This is an optimization exercise on Yosys and OpenROAD, whose aim is small area, a short achievable clock period and few clock cycles per item, not a production implementation.
Only simulation tests tie the RTL to the original design; equivalence was not proved.
No activity file was given, so power comes from the tool's default toggle rates.

### flow/run.sh
#!/bin/bash
# synth_recipe.tcl (not shown) runs the flow's synth.tcl, then flattens the netlist and writes it again
# the make line also repeats each setting of config.mk as NAME=value (left out here)
make -C /OpenROAD-flow-scripts/flow DESIGN_CONFIG=/design/flow/config.mk WORK_HOME=/design/flow/orfs CLKGATE_MAP_FILE= SYNTH_SCRIPT=/design/flow/synth_recipe.tcl finish
### flow/config.mk
export PLATFORM = sky130hd
export DESIGN_NAME = per_sensor_running_average_alarm
export DESIGN_NICKNAME = per_sensor_running_average_alarm
export VERILOG_FILES = /design/flow/design.v
export SDC_FILE = /design/flow/constraint.sdc
export NUM_CORES = 4
export LEC_CHECK = 0
export CAP_MARGIN = 20
export CORE_MARGIN = 2
export CORE_UTILIZATION = 40
export SLEW_MARGIN = 20
export SYNTH_MEMORY_MAX_BITS = 16384
### flow/constraint.sdc
create_clock -name core_clock -period 8.0 [get_ports {i_clk}]
set_input_delay 1.6000 -clock core_clock [delete_from_list [all_inputs] [get_ports {i_clk}]]
set_output_delay 1.6000 -clock core_clock [all_outputs]
set_load 0.01 [all_outputs]
### flow/design.v
`default_nettype none
package psra_pkg;
    localparam int SLOTS  = 64;
    localparam int WINDOW = 5;
    localparam int SLOT_W  = (SLOTS > 1) ? $clog2(SLOTS) : 1;
    localparam int CNT_W   = $clog2(SLOTS + 1);
    localparam int SAMP_AW = (SLOTS * WINDOW > 1) ? $clog2(SLOTS * WINDOW) : 1;
    localparam int NXT_W   = (WINDOW > 1) ? $clog2(WINDOW) : 1;
    localparam int FILL_W  = $clog2(WINDOW + 1);
    localparam int META_W  = NXT_W + FILL_W;
    localparam int SUM_W   = 16 + $clog2(WINDOW);
    localparam int MAG_W   = SUM_W;
    localparam int REM_W   = FILL_W + 1;
    localparam int DCNT_W  = $clog2(MAG_W);
    localparam logic [1:0] ST_NORMAL  = 2'd0;
    localparam logic [1:0] ST_COLD    = 2'd1;
    localparam logic [1:0] ST_HOT     = 2'd2;
    localparam logic [1:0] ST_UNKNOWN = 2'd3;
    localparam logic CFG_COLD = 1'b0;
    localparam logic CFG_HOT  = 1'b1;
    localparam logic signed [15:0] COLD_RESET = 16'sd3840;
    localparam logic signed [15:0] HOT_RESET  = 16'sd6400;
    typedef struct packed {
        logic        [15:0] probe_id;
        logic signed [15:0] temperature;
    } t_in_beat;
    typedef struct packed {
        logic        [15:0] sensor_echo;
        logic signed [15:0] average;
        logic        [1:0]  status;
    } t_out_beat;
    typedef struct packed {
        logic load_in;
        logic idx_inc;
        logic meta_rd;
        logic meta_load;
        logic claim;
        logic res_full;
        logic wr_sample;
        logic acc_add;
        logic div_start;
        logic div_step;
        logic out_load;
    } t_cmd;
    typedef struct packed {
        logic empty;
        logic full;
        logic hit;
        logic idx_last;
        logic k_last;
        logic div_last;
        logic out_free;
    } t_sts;
endpackage
`default_nettype wire
`default_nettype none
module psra_ram #(
    parameter int WIDTH = 16,
    parameter int DEPTH = 64,
    parameter int AW    = (DEPTH > 1) ? $clog2(DEPTH) : 1
) (
    input  wire logic             i_clk,
    input  wire logic             i_we,
    input  wire logic [AW-1:0]    i_waddr,
    input  wire logic [WIDTH-1:0] i_wdata,
    input  wire logic [AW-1:0]    i_raddr,
    output logic      [WIDTH-1:0] o_rdata
);
    logic [WIDTH-1:0] r_mem [DEPTH];
    always_ff @(posedge i_clk) begin
        if (i_we) begin
            r_mem[i_waddr] <= i_wdata;
        end
        o_rdata <= r_mem[i_raddr];
    end
endmodule
`default_nettype wire
`default_nettype none
import psra_pkg::*;
module psra_ctrl (
    input  wire logic           i_clk,
    input  wire logic           i_rst_n,
    input  wire logic           i_in_valid,
    output logic                o_in_ready,
    input  wire psra_pkg::t_sts i_sts,
    output psra_pkg::t_cmd      o_cmd
);
    typedef enum logic [3:0] {
        S_IDLE, S_SRD, S_SCMP, S_NEW, S_META, S_WRS,
        S_ARD, S_AADD, S_DIVS, S_DIV, S_DONE
    } t_state;
    t_state r_state;
    t_state n_state;
    always_comb begin
        n_state    = r_state;
        o_cmd      = '0;
        o_in_ready = 1'b0;
        case (r_state)
            S_IDLE: begin
                o_in_ready = 1'b1;
                if (i_in_valid) begin
                    o_cmd.load_in = 1'b1;
                    n_state = i_sts.empty ? S_NEW : S_SRD;
                end
            end
            S_SRD: n_state = S_SCMP;
            S_SCMP: begin
                if (i_sts.hit) begin
                    o_cmd.meta_rd = 1'b1;
                    n_state = S_META;
                end else if (i_sts.idx_last) begin
                    n_state = S_NEW;
                end else begin
                    o_cmd.idx_inc = 1'b1;
                    n_state = S_SRD;
                end
            end
            S_NEW: begin
                if (i_sts.full) begin
                    o_cmd.res_full = 1'b1;
                    n_state = S_DONE;
                end else begin
                    o_cmd.claim = 1'b1;
                    n_state = S_WRS;
                end
            end
            S_META: begin
                o_cmd.meta_load = 1'b1;
                n_state = S_WRS;
            end
            S_WRS: begin
                o_cmd.wr_sample = 1'b1;
                n_state = S_ARD;
            end
            S_ARD: n_state = S_AADD;
            S_AADD: begin
                o_cmd.acc_add = 1'b1;
                n_state = i_sts.k_last ? S_DIVS : S_ARD;
            end
            S_DIVS: begin
                o_cmd.div_start = 1'b1;
                n_state = S_DIV;
            end
            S_DIV: begin
                o_cmd.div_step = 1'b1;
                if (i_sts.div_last) begin
                    n_state = S_DONE;
                end
            end
            S_DONE: begin
                if (i_sts.out_free) begin
                    o_cmd.out_load = 1'b1;
                    n_state = S_IDLE;
                end
            end
            default: n_state = S_IDLE;
        endcase
    end
    always_ff @(posedge i_clk) begin
        if (!i_rst_n) begin
            r_state <= S_IDLE;
        end else begin
            r_state <= n_state;
        end
    end
endmodule
`default_nettype wire
`default_nettype none
import psra_pkg::*;
module psra_dp (
    input  wire logic                i_clk,
    input  wire logic                i_rst_n,
    input  wire psra_pkg::t_cmd      i_cmd,
    output psra_pkg::t_sts           o_sts,
    input  wire psra_pkg::t_in_beat  i_in_data,
    input  wire logic                i_cfg_we,
    input  wire logic                i_cfg_idx,
    input  wire logic [15:0]         i_cfg_data,
    output logic                     o_out_valid,
    input  wire logic                i_out_ready,
    output psra_pkg::t_out_beat      o_out_data
);
    logic        [15:0]       r_id;
    logic signed [15:0]       r_temp;
    logic        [SLOT_W-1:0] r_idx;
    logic        [CNT_W-1:0]  r_used;
    logic        [SLOT_W-1:0] r_slot;
    logic        [FILL_W-1:0] r_fill;
    logic        [NXT_W-1:0]  r_next;
    logic        [NXT_W-1:0]  r_k;
    logic signed [SUM_W-1:0]  r_sum;
    logic        [REM_W-1:0]  r_rem;
    logic        [MAG_W-1:0]  r_quo;
    logic                     r_neg;
    logic        [DCNT_W-1:0] r_dcnt;
    logic                     r_unk;
    logic signed [15:0]       r_cold;
    logic signed [15:0]       r_hot;
    logic                     r_out_valid;
    psra_pkg::t_out_beat      r_out;
    logic        [15:0]        sens_rdata;
    logic        [META_W-1:0]  meta_rdata;
    logic        [15:0]        samp_rdata;
    logic signed [15:0]        samp_val;
    logic        [SAMP_AW-1:0] base;
    logic        [NXT_W-1:0]   n_next;
    logic        [FILL_W-1:0]  n_fill;
    logic        [REM_W-1:0]   trial;
    logic        [REM_W-1:0]   divisor;
    logic                      qbit;
    logic signed [15:0]        mean;
    logic        [MAG_W-1:0]   mag;
    psra_ram #(.WIDTH(16), .DEPTH(SLOTS)) u_sens (
        .i_clk   (i_clk),
        .i_we    (i_cmd.claim),
        .i_waddr (r_used[SLOT_W-1:0]),
        .i_wdata (r_id),
        .i_raddr (r_idx),
        .o_rdata (sens_rdata)
    );
    psra_ram #(.WIDTH(META_W), .DEPTH(SLOTS)) u_meta (
        .i_clk   (i_clk),
        .i_we    (i_cmd.wr_sample),
        .i_waddr (r_slot),
        .i_wdata ({n_next, n_fill}),
        .i_raddr (r_idx),
        .o_rdata (meta_rdata)
    );
    psra_ram #(.WIDTH(16), .DEPTH(SLOTS * WINDOW)) u_samp (
        .i_clk   (i_clk),
        .i_we    (i_cmd.wr_sample),
        .i_waddr (base + SAMP_AW'(r_next)),
        .i_wdata (r_temp),
        .i_raddr (base + SAMP_AW'(r_k)),
        .o_rdata (samp_rdata)
    );
    always_comb begin
        base     = SAMP_AW'(r_slot) * SAMP_AW'(WINDOW);
        n_next   = (r_next == NXT_W'(WINDOW - 1)) ? '0 : r_next + NXT_W'(1);
        n_fill   = (r_fill == FILL_W'(WINDOW)) ? r_fill : r_fill + FILL_W'(1);
        samp_val = samp_rdata;
        mag      = r_sum[SUM_W-1] ? MAG_W'(-r_sum) : MAG_W'(r_sum);
        trial    = {r_rem[REM_W-2:0], r_quo[MAG_W-1]};
        divisor  = REM_W'(r_fill);
        qbit     = (trial >= divisor);
        mean     = r_neg ? -$signed(r_quo[15:0]) : $signed(r_quo[15:0]);
    end
    always_comb begin
        o_sts.empty    = (r_used == '0);
        o_sts.full     = (r_used == CNT_W'(SLOTS));
        o_sts.hit      = (sens_rdata == r_id);
        o_sts.idx_last = (CNT_W'(r_idx) + CNT_W'(1) == r_used);
        o_sts.k_last   = (FILL_W'(r_k) + FILL_W'(1) == r_fill);
        o_sts.div_last = (r_dcnt == DCNT_W'(MAG_W - 1));
        o_sts.out_free = !r_out_valid || i_out_ready;
    end
    always_ff @(posedge i_clk) begin
        if (i_cmd.load_in) begin
            r_id   <= i_in_data.probe_id;
            r_temp <= i_in_data.temperature;
            r_idx  <= '0;
            r_unk  <= 1'b0;
        end
        if (i_cmd.idx_inc) begin
            r_idx <= r_idx + SLOT_W'(1);
        end
        if (i_cmd.meta_rd) begin
            r_slot <= r_idx;
        end
        if (i_cmd.meta_load) begin
            {r_next, r_fill} <= meta_rdata;
        end
        if (i_cmd.claim) begin
            r_slot <= r_used[SLOT_W-1:0];
            r_next <= '0;
            r_fill <= '0;
        end
        if (i_cmd.res_full) begin
            r_unk <= 1'b1;
        end
        if (i_cmd.wr_sample) begin
            r_next <= n_next;
            r_fill <= n_fill;
            r_k    <= '0;
            r_sum  <= '0;
        end
        if (i_cmd.acc_add) begin
            r_sum <= r_sum + SUM_W'(samp_val);
            r_k   <= r_k + NXT_W'(1);
        end
        if (i_cmd.div_start) begin
            r_neg  <= r_sum[SUM_W-1];
            r_quo  <= mag;
            r_rem  <= '0;
            r_dcnt <= '0;
        end
        if (i_cmd.div_step) begin
            r_rem  <= qbit ? trial - divisor : trial;
            r_quo  <= {r_quo[MAG_W-2:0], qbit};
            r_dcnt <= r_dcnt + DCNT_W'(1);
        end
        if (i_cmd.out_load) begin
            r_out.sensor_echo <= r_id;
            if (r_unk) begin
                r_out.average <= '0;
                r_out.status  <= ST_UNKNOWN;
            end else begin
                r_out.average <= mean;
                if (mean < r_cold) begin
                    r_out.status <= ST_COLD;
                end else if (mean > r_hot) begin
                    r_out.status <= ST_HOT;
                end else begin
                    r_out.status <= ST_NORMAL;
                end
            end
        end
    end
    always_ff @(posedge i_clk) begin
        if (!i_rst_n) begin
            r_used      <= '0;
            r_cold      <= COLD_RESET;
            r_hot       <= HOT_RESET;
            r_out_valid <= 1'b0;
        end else begin
            if (i_cmd.claim) begin
                r_used <= r_used + CNT_W'(1);
            end
            if (i_cfg_we) begin
                case (i_cfg_idx)
                    CFG_COLD: r_cold <= i_cfg_data;
                    CFG_HOT:  r_hot  <= i_cfg_data;
                    default:  r_cold <= r_cold;
                endcase
            end
            if (i_cmd.out_load) begin
                r_out_valid <= 1'b1;
            end else if (i_out_ready) begin
                r_out_valid <= 1'b0;
            end
        end
    end
    assign o_out_valid = r_out_valid;
    assign o_out_data  = r_out;
endmodule
`default_nettype wire
`default_nettype none
import psra_pkg::*;
module per_sensor_running_average_alarm (
    input  wire logic        i_clk,
    input  wire logic        i_rst_n,
    input  wire logic        i_in_valid,
    output logic             o_in_ready,
    input  wire logic [31:0] i_in_data,
    output logic             o_out_valid,
    input  wire logic        i_out_ready,
    output logic [33:0]      o_out_data,
    input  wire logic        i_cfg_we,
    input  wire logic        i_cfg_idx,
    input  wire logic [15:0] i_cfg_data
);
    psra_pkg::t_cmd      cmd;
    psra_pkg::t_sts      sts;
    psra_pkg::t_in_beat  in_beat;
    psra_pkg::t_out_beat out_beat;
    assign in_beat    = i_in_data;
    assign o_out_data = out_beat;
    psra_ctrl u_ctrl (
        .i_clk      (i_clk),
        .i_rst_n    (i_rst_n),
        .i_in_valid (i_in_valid),
        .o_in_ready (o_in_ready),
        .i_sts      (sts),
        .o_cmd      (cmd)
    );
    psra_dp u_dp (
        .i_clk       (i_clk),
        .i_rst_n     (i_rst_n),
        .i_cmd       (cmd),
        .o_sts       (sts),
        .i_in_data   (in_beat),
        .i_cfg_we    (i_cfg_we),
        .i_cfg_idx   (i_cfg_idx),
        .i_cfg_data  (i_cfg_data),
        .o_out_valid (o_out_valid),
        .i_out_ready (i_out_ready),
        .o_out_data  (out_beat)
    );
endmodule
`default_nettype wire
==> run notes <==
IO Count=90; Area Growth Syn to Fin=13.6%; gr ovfl total=0; TritonCTS clock tree=yes; synth warn=5; Compound-Gate Fraction of Synth Area=0.928%; global-route wire length before repair=947 mm; initial antenna violation count=38; Synth Instances=11,621; detailed-placement wirelength estimate=404 mm; area of the core=650,000 um2; sequential share of power=46.6%; Reg clk slew, reported paths=0.06 ns; mux contribution to synthesized area=17.2%; FMAX=156 MHz; Pint=62.8 mW; Hold Violations, Final=0; WL final=672 mm; area occupied by multi-input gates=56,700 um2; VDD IR-drop max=240 uV; Worst Tran Pin Value=1.33 ns; root buf cell=clkbuf_16; switching portion of total power=27.4%; status=complete, no violations; clock buffer count from CTS=682; PortBufs=89; Worst Path Required=8.78 ns; Synth Area per Inst=22.5 um2; largest family of logic cells by synthesized area=multiplexers; critical path type=reg -> reg; Yosys reg bits=6,745; async set-or-reset flop fraction in the synthesized netlist=0%; vias per cell=5.78; CP startpoint kind=flop; post-synthesis sequential area ratio=77.3%; Final ANT Viol Nets=0; post-synthesis simple-gate area fraction=2.64%; Fillers=53,230; Initial Util=40.2%; post-CTS setup buffer count=0; Syn Nets=11,758; FP Rows=296; fraction of layout cells with a size suffix above 1=27.9%; Slew Viols, Final=0; layout net count=12,454; Setup violations, final=0; ys flop type=edfxtp_1; hold slack=0.470 ns; vias in the first global route=124,573; worst-path fanout max=16; clock group share of total power=35.4%; Max clock buf depth=4; Data arrival, critical path=7.20 ns; post-synthesis adder-cell area fraction=0.412%; die width=812 um; CTS HTree Levels=6; Critical Path Sink Type=flop; CTS sink cnt=6,745; sw power=23.7 mW; RSZ-0062 raised after global routing=false; leakage power=91.5 nW; most frequent cells in the layout=6,662 x edfxtp_1, 1,996 x mux4_2, 687 x clkbuf_16; PD cells=292 nW/um2; total negative slack=0 ns; Register Area=202,000 um2; Post-Synthesis Cell Area=261,000 um2; DRT iter0 DRCs=16,731; Worst Skew=0.0853 ns; Synth Area in XOR/XNOR=0.354%; Synth cell types=75; Post-synth EDFFs=6,662; Tmin final=6.41 ns; detailed-route via count=124,194; final period utilization=80.2%; most common cell after layout, fill and taps aside=edfxtp_1; clk latency of the worst-skew pair=1.12 ns; CTS hold repair buffers=0; die area=659,000 um2; maximum number of pins on one net before global-route repair=187; drt wl/cell=31.3 um; die height=812 um; maxcap violations=0; Slew headroom=11.4%; DRT Pass-1 Iters=6; combinational share of power=18.0%; Hold Path Class=reg -> reg; Final Wtd Congestion=0.898; DRC violations left=0; Tot GR Track Use=19.9%; Post-CTS Resized=0
[sequential cells by signal, indices dropped and copies added, names as in the netlist, 3 cells and up]
| name | count |
|---|---|
| u_dp.r_slot | 6 |
| u_dp.u_meta.r_mem | 384 |
| u_dp.r_out | 34 |
| u_ctrl.r_state | 4 |
| u_dp.r_used | 7 |
| u_dp.u_samp.r_mem | 5120 |
| u_dp.r_hot | 16 |
| u_dp.r_quo | 19 |
| u_dp.r_rem | 3 |
| u_dp.u_sens.r_mem | 1024 |
| u_dp.u_meta.o_rdata | 6 |
| u_dp.u_samp.o_rdata | 16 |
| u_dp.r_dcnt | 5 |
| u_dp.r_k | 3 |
| u_dp.r_next | 3 |
| u_dp.r_sum | 19 |
| u_dp.r_id | 16 |
| u_dp.r_fill | 3 |
| u_dp.r_temp | 16 |
| u_dp.r_cold | 16 |
| u_dp.u_sens.o_rdata | 16 |
| u_dp.r_idx | 6 |
[cells in the mapped netlist, drive strengths merged, types with 9 or more instances]
| library cell | number | area share, % |
|---|---|---|
| dfxtp | 83 | 0.64 |
| o21ai | 83 | 0.16 |
| a211oi | 22 | 0.063 |
| clkbuf | 325 | 0.47 |
| nand2 | 671 | 0.97 |
| o211ai | 25 | 0.072 |
| nand3 | 186 | 0.36 |
| o22ai | 35 | 0.084 |
| o2111ai | 16 | 0.054 |
| ha | 78 | 0.37 |
| o21a | 21 | 0.060 |
| xnor2 | 41 | 0.15 |
| and2 | 25 | 0.060 |
| mux4 | 1996 | 17 |
| nor2 | 576 | 0.83 |
| inv | 62 | 0.089 |
| nand4 | 20 | 0.048 |
| edfxtp | 6662 | 77 |
| nor3 | 34 | 0.067 |
| or3 | 14 | 0.034 |
| xor2 | 58 | 0.19 |
| a21o | 14 | 0.040 |
| nand2b | 16 | 0.039 |
| nor2b | 30 | 0.072 |
| buf | 307 | 0.60 |
| a21boi | 34 | 0.098 |
| a21oi | 63 | 0.13 |
| a31oi | 17 | 0.041 |
| nor4 | 9 | 0.026 |
| and3 | 16 | 0.038 |
[power by group through the flow]
stage	clock, mW	sequential [mW]	combinational [mW]
6_report	30.6	40.3	15.6
4_1_cts	31.1	40.3	15.7
3_3_place_gp	0	41.0	15.4
5_1_grt	32.5	40.3	16.3
2_1_floorplan	0	41.7	8.75
3_5_place_dp	0	41.0	15.6
[worst max-delay path, stage by stage, from the launching register on]
cell and delay (ns):
edfxtp_1 0.58, ha_1 0.37, ha_1 0.23, fa_1 0.89, nand2_1 0.25, or2_1 0.34, nor2_1 0.29, xor2_1 0.16
o21a_1 0.21, nor2_1 0.73, nand2_1 0.81, nor2_1 0.89, buf_4 0.31
[area by class of cell]
class	instances	share of cell area, %
clock inverter	354	1.15
clock buffer	862	6.04
sequential	6745	68.0
antenna	10	0.00844
tap	8642	3.64
timing repair buffer	644	1.97
multi-input combinational	4182	19.1
inverter	62	0.0784
[metrics by stage]
stage | cell area [um2] | worst slack (ns) | power [mW] | instances | util, %
after floorplan | 261000 | 3.07 | 50.5 | 11621 | -
after global placement | 275000 | 1.18 | 56.4 | 20269 | 42.3
after detailed placement | 275000 | 1.61 | 56.7 | 20272 | 42.3
after CTS | 297000 | 1.54 | 87.1 | 21488 | 45.6
after global routing | 297000 | 1.43 | 89.0 | 21492 | 45.6
final | 297000 | 1.59 | 86.5 | 21501 | 45.6
[routing by layer]
layer / track usage [%] / part of all wire (%)
met3: 4.05 / 8.9
met5: 0 / 0.013
met1: 27.7 / 40
met2: 32.1 / 48
met4: 5.96 / 3.3
[worst paths after layout]
kind / from / end / slack [ns] / cells past startpoint
setup / recovery: u_dp.r_slot[1] / u_dp.u_samp.r_mem[318][4] / 1.59 / 12
hold / removal: u_dp.r_hot[6] / u_dp.r_hot[6] / 0.47 / 2
setup reg to reg: u_dp.r_slot[1] / u_dp.u_samp.r_mem[318][4] / 1.59 / 12
hold reg to reg: u_dp.r_hot[6] / u_dp.r_hot[6] / 0.47 / 2
[cell families (layout without fill, tap and decap cells)]
family                     after synthesis  after routing
AOI/OAI and AO/OA                      369            369
xor gates and xnor gates               100            100
adders and majority gates               83             83
buffers and inverters                  694           1922
DFF                                   6745           6745
muxes                                 2000           2000
other                                    0             10
and+or+nand+nor                       1630           1630
Testbench counts, summed over its fixed seeds: cycles 1,309,226, items 16,000.

re-timing with driven ports:
How much do the figures lean on ideal ports? The routed layout below was timed once more, with nothing changed but the port constraints.
Step 1 (the two cells are an assumption about what drives the block):
set clk [get_ports {i_clk}]
set_driving_cell -lib_cell sky130_fd_sc_hd__clkbuf_16 $clk
set_driving_cell -lib_cell sky130_fd_sc_hd__buf_2 [delete_from_list [all_inputs] $clk]
Step 2 moves the port delays by t, midway between the first and last clock arrival at a register: inputs arrive t later, outputs are due t later. That takes back most of the time a late clock gives input paths.
Slacks: ideal ports / drivers / drivers and shift; pairs: ideal ports / drivers.
shift t [ns]: 1.200
setup WS [ns]: 1.585 / 1.585 / 1.585
clock arrival spread, ns: 0.086 / 0.085
worst data-port slew with drivers (ns): 0.21
cell pins on the clock port's net: 1
After both steps setup and hold are still met in this run. The setup slack of this run moves by 0.000 ns with the drivers and by 0.000 ns with both steps.
